What follows belongs to an exercise in optimizing a design on an open flow for a short achievable clock period and few clock cycles; a production flow would make more cautious choices.
At most, simulation tests tie the RTL to the original design; equivalence was not proved.
The flow treats the clock pin as an ideal source. Dropping or thinning the clock tree relies on that and would not hold on a real chip.
Power and IR drop assume default switching activity.

== run a ==
Design arm_fire_controller_core, start of the top module:
module arm_fire_controller_core #(
    parameter int PHASE_BITS = afc_pkg::PHASE_BITS_DEF,
    parameter int LEVEL_BITS = afc_pkg::LEVEL_BITS_DEF
) (
    input  wire logic                            i_clk,
    input  wire logic                            i_rst_n,
    input  wire logic                            i_cfg_valid,
    output logic                                 o_cfg_ready,
    input  wire logic [afc_pkg::CFG_IDX_W-1:0]   i_cfg_index,
    input  wire logic [afc_pkg::CFG_DATA_W-1:0]  i_cfg_data,
    input  wire logic                            i_s_tvalid,
    output logic                                 o_s_tready,
    input  wire logic [afc_pkg::IN_DATA_W-1:0]   i_s_tdata,
    output logic                                 o_m_tvalid,
    input  wire logic                            i_m_tready,
    output logic [afc_pkg::OUT_DATA_W-1:0]       o_m_tdata,
    output logic                                 o_m_tlast
);
==> flow/config.mk <==
export PLATFORM = sky130hd
export DESIGN_NAME = arm_fire_controller_core
export DESIGN_NICKNAME = arm_fire_controller_core
export VERILOG_FILES = /design/flow/design.v
export SDC_FILE = /design/flow/constraint.sdc
export NUM_CORES = 4
export LEC_CHECK = 0
export ABC_CLOCK_PERIOD_IN_PS = 2500
export CAP_MARGIN = 20
export CORE_MARGIN = 2
export CORE_UTILIZATION = 55
export PLACE_DENSITY = 0.72
export SLEW_MARGIN = 20
export SYNTH_HIERARCHICAL = 1
==> flow/constraint.sdc <==
create_clock -name core_clock -period 15.0 [get_ports {i_clk}]
set_input_delay 3.0000 -clock core_clock [delete_from_list [all_inputs] [get_ports {i_clk}]]
set_output_delay 3.0000 -clock core_clock [all_outputs]
set_load 0.01 [all_outputs]
standard.sh (not shown) runs the stock make flow with config.mk's settings and CLKGATE_MAP_FILE= SYNTH_SCRIPT=/design/flow/synth_recipe.tcl, a recipe that flattens the netlist after the stock synthesis.
==> flow/flow/run.sh <==
#!/bin/bash
set -euo pipefail
HERE=$(pwd)
MARGIN=${MARGIN:-11.4}
export AFC_ROOT_CELL=sky130_fd_sc_hd__inv_16
export AFC_LEAF_CELL=sky130_fd_sc_hd__clkinv_16
export AFC_LEAF_SIZE=32
export AFC_ROOTS=4
bash standard.sh SETUP_SLACK_MARGIN=$MARGIN POST_CTS_TCL=$HERE/flow/cts_post.tcl \
  PRE_CTS_TCL=$HERE/flow/place_out.tcl finish > make_finish.log 2>&1
Other scripts of this flow, unchanged in this note and not shown: flow/flow/cts_post.tcl, flow/flow/place_out.tcl
Run a reached the end of the flow, and the finished layout is clean on the timing, design-rule and antenna checks.
Inputs modified between run a and run b:
--- a/flow/design.v
+++ b/flow/design.v
@@ -373,34 +373,44 @@
         r_p3_arm  <= r_p2_arm;
         r_p3_on   <= r_p2_on;
         r_p3_s    <= r_p2_top ? 16'd32768 : p3_sum[25:10];
         r_p3_q1   <= r_p2_q1;
     end
     logic [7:0] p4_a, p4_b, p4_pulse, p4_up0, p4_up1, p4_dn0, p4_dn1;
     logic       p4_lt, p4_nz;
-    logic [7:0] p4_lvl;
+    logic       r_p4_v, r_p4_two;
+    logic [1:0] r_p4_mode;
+    logic [2:0] r_p4_msg0;
+    logic [7:0] r_p4_lvl;
     assign p4_a     = r_p3_s[15:8];
     assign p4_b     = r_p3_s[7:0];
     assign p4_lt    = (p4_b <= p4_a) && (p4_a != 8'd0);
     assign p4_nz    = r_p3_s != 16'd0;
     assign p4_up0   = 8'd128 + p4_a;
     assign p4_up1   = 8'd127 + p4_a;
     assign p4_dn0   = 8'd128 - p4_a - {7'd0, p4_nz};
     assign p4_dn1   = 8'd129 - p4_a - {7'd0, p4_nz};
     assign p4_pulse = r_p3_q1 ? (p4_lt ? p4_up1 : p4_up0) : (p4_lt ? p4_dn1 : p4_dn0);
-    assign p4_lvl   = r_p3_arm ? p4_pulse : {8{r_p3_on}};
+    always_ff @(posedge i_clk) begin
+        if (r_rst) r_p4_v <= 1'b0;
+        else       r_p4_v <= r_p3_v;
+        r_p4_mode <= r_p3_mode;
+        r_p4_msg0 <= r_p3_msg0;
+        r_p4_two  <= r_p3_two;
+        r_p4_lvl  <= r_p3_arm ? p4_pulse : {8{r_p3_on}};
+    end
     logic [13:0]  r_mem [FD];
     logic [FAW:0] r_wp, r_rp;
     always_ff @(posedge i_clk) begin
-        if (r_p3_v)
-            r_mem[r_wp[FAW-1:0]] <= {r_p3_two, r_p3_msg0, p4_lvl, r_p3_mode};
+        if (r_p4_v)
+            r_mem[r_wp[FAW-1:0]] <= {r_p4_two, r_p4_msg0, r_p4_lvl, r_p4_mode};
     end
     always_ff @(posedge i_clk) begin
         if (r_rst)        r_wp <= '0;
-        else if (r_p3_v)  r_wp <= r_wp + 1'b1;
+        else if (r_p4_v)  r_wp <= r_wp + 1'b1;
     end
     logic        r_o_valid, r_o_busy, r_o_last, r_sub, r_pop_d;
     logic [1:0]  r_o_mode;
     logic [7:0]  r_o_level;
     logic [2:0]  r_o_msg;
     logic [FAW:0] r_rp1, r_rp2, rp, rp1;
     logic [13:0]  e0, e1;
Results
- All of run b and run a finish clean.
- On total length of routed wires: run b sits below run a.
- Synthesized instance count up 65 in run b wrt run a
- Run b against run a: final standard cell count with taps included and fillers excluded now larger, xor and xnor fraction of the mapped netlist area saw a decrease.
- Against run a as the reference, run b delivers a lower minimum hold slack.
Testbench counts of run b, summed over its fixed seeds: cycles 41,111.
No functional check of the RTL was part of run a. In every run of this note, the design's own scripts or RTL, not TritonCTS, make the clock network.

---

RTL: one of the versions met above, not the one the previous note started from.
For scale: ~2700 cells after synthesis, ~590 flip-flops, ~32000 sq um of cells after synthesis.
clock: 15.0 ns
lec_check: 0
abc_clock_period_in_ps: 2500
cap_margin: 20
core_margin: 2
core_utilization: 55
place_density: 0.72
slew_margin: 20
synth_hierarchical: 1
==> flow/flow/run.sh <==
#!/bin/bash
set -euo pipefail
HERE=$(pwd)
MARGIN=${MARGIN:-11.4}
export AFC_ROOT_CELL=sky130_fd_sc_hd__inv_16
export AFC_LEAF_CELL=sky130_fd_sc_hd__inv_16
export AFC_LEAF_SIZE=24
export AFC_ROOTS=4
bash standard.sh SETUP_SLACK_MARGIN=$MARGIN POST_CTS_TCL=$HERE/flow/cts_post.tcl \
  PRE_CTS_TCL=$HERE/flow/place_out.tcl finish > make_finish.log 2>&1
Other scripts of this flow, unchanged in this note and not shown: flow/flow/cts_post.tcl, flow/flow/place_out.tcl
Testbench counts at the start, summed over its fixed seeds: cycles 41,111.
Rerun with:
--- a/flow/design.v
+++ b/flow/design.v
@@ -372,27 +372,24 @@
         r_p3_two  <= r_p2_two;
         r_p3_arm  <= r_p2_arm;
         r_p3_on   <= r_p2_on;
         r_p3_s    <= r_p2_top ? 16'd32768 : p3_sum[25:10];
         r_p3_q1   <= r_p2_q1;
     end
-    logic [7:0] p4_a, p4_b, p4_pulse, p4_up0, p4_up1, p4_dn0, p4_dn1;
+    logic [7:0] p4_a, p4_b, p4_pulse;
     logic       p4_lt, p4_nz;
     logic       r_p4_v, r_p4_two;
     logic [1:0] r_p4_mode;
     logic [2:0] r_p4_msg0;
     logic [7:0] r_p4_lvl;
     assign p4_a     = r_p3_s[15:8];
     assign p4_b     = r_p3_s[7:0];
-    assign p4_lt    = (p4_b <= p4_a) && (p4_a != 8'd0);
+    assign p4_lt    = (p4_b < p4_a) || ((p4_b == p4_a) && (p4_b != 8'd0));
     assign p4_nz    = r_p3_s != 16'd0;
-    assign p4_up0   = 8'd128 + p4_a;
-    assign p4_up1   = 8'd127 + p4_a;
-    assign p4_dn0   = 8'd128 - p4_a - {7'd0, p4_nz};
-    assign p4_dn1   = 8'd129 - p4_a - {7'd0, p4_nz};
-    assign p4_pulse = r_p3_q1 ? (p4_lt ? p4_up1 : p4_up0) : (p4_lt ? p4_dn1 : p4_dn0);
+    assign p4_pulse = r_p3_q1 ? (8'd128 + p4_a - {7'd0, p4_lt})
+                              : (8'd128 - p4_a + {7'd0, p4_lt} - {7'd0, p4_nz});
     always_ff @(posedge i_clk) begin
         if (r_rst) r_p4_v <= 1'b0;
         else       r_p4_v <= r_p3_v;
         r_p4_mode <= r_p3_mode;
         r_p4_msg0 <= r_p3_msg0;
         r_p4_two  <= r_p3_two;
After rerunning: Sequential power hardly moves; wire length rises slightly; clock skew rises by 0.0057 ns; utilization rises by 0.87 points; final area hardly moves; power falls slightly.
Function not checked in the second run of this note: the RTL went through the layout flow alone. No run of this note takes its clock network from TritonCTS; it comes from the design's own scripts or RTL.

## separate check: timing with driven ports
No port has a modelled driver above. Below, the same layouts with a new extraction and two added sets of constraints. Step 1: set_driving_cell puts a clkbuf_16 on i_clk and a buf_2 on each other input, an assumption about the parent block. Step 2 also shifts input and output timing later by t, the mid clock arrival at the registers, as if the neighbouring blocks saw the same clock. Slacks: no drivers / after step 1 / after step 2; pairs: no drivers / after step 1.
run	t (ns)	slack for setup (ns)	hold slack, ns
run a	0.407	11.382 / 11.150 / 11.170	0.327 / 0.328 / 0.328
run b	0.404	11.387 / 11.155 / 11.194	0.319 / 0.320 / 0.320
the first run of note 2	0.431	11.361 / 11.128 / 11.195	0.325 / 0.325 / 0.325
the second run of note 2	0.436	11.304 / 11.108 / 11.163	0.314 / 0.315 / 0.315
After both steps setup and hold are still met in every run listed. For run a, which loses most, drivers alone change the setup slack by -0.232 ns; drivers and shift together by -0.212 ns.
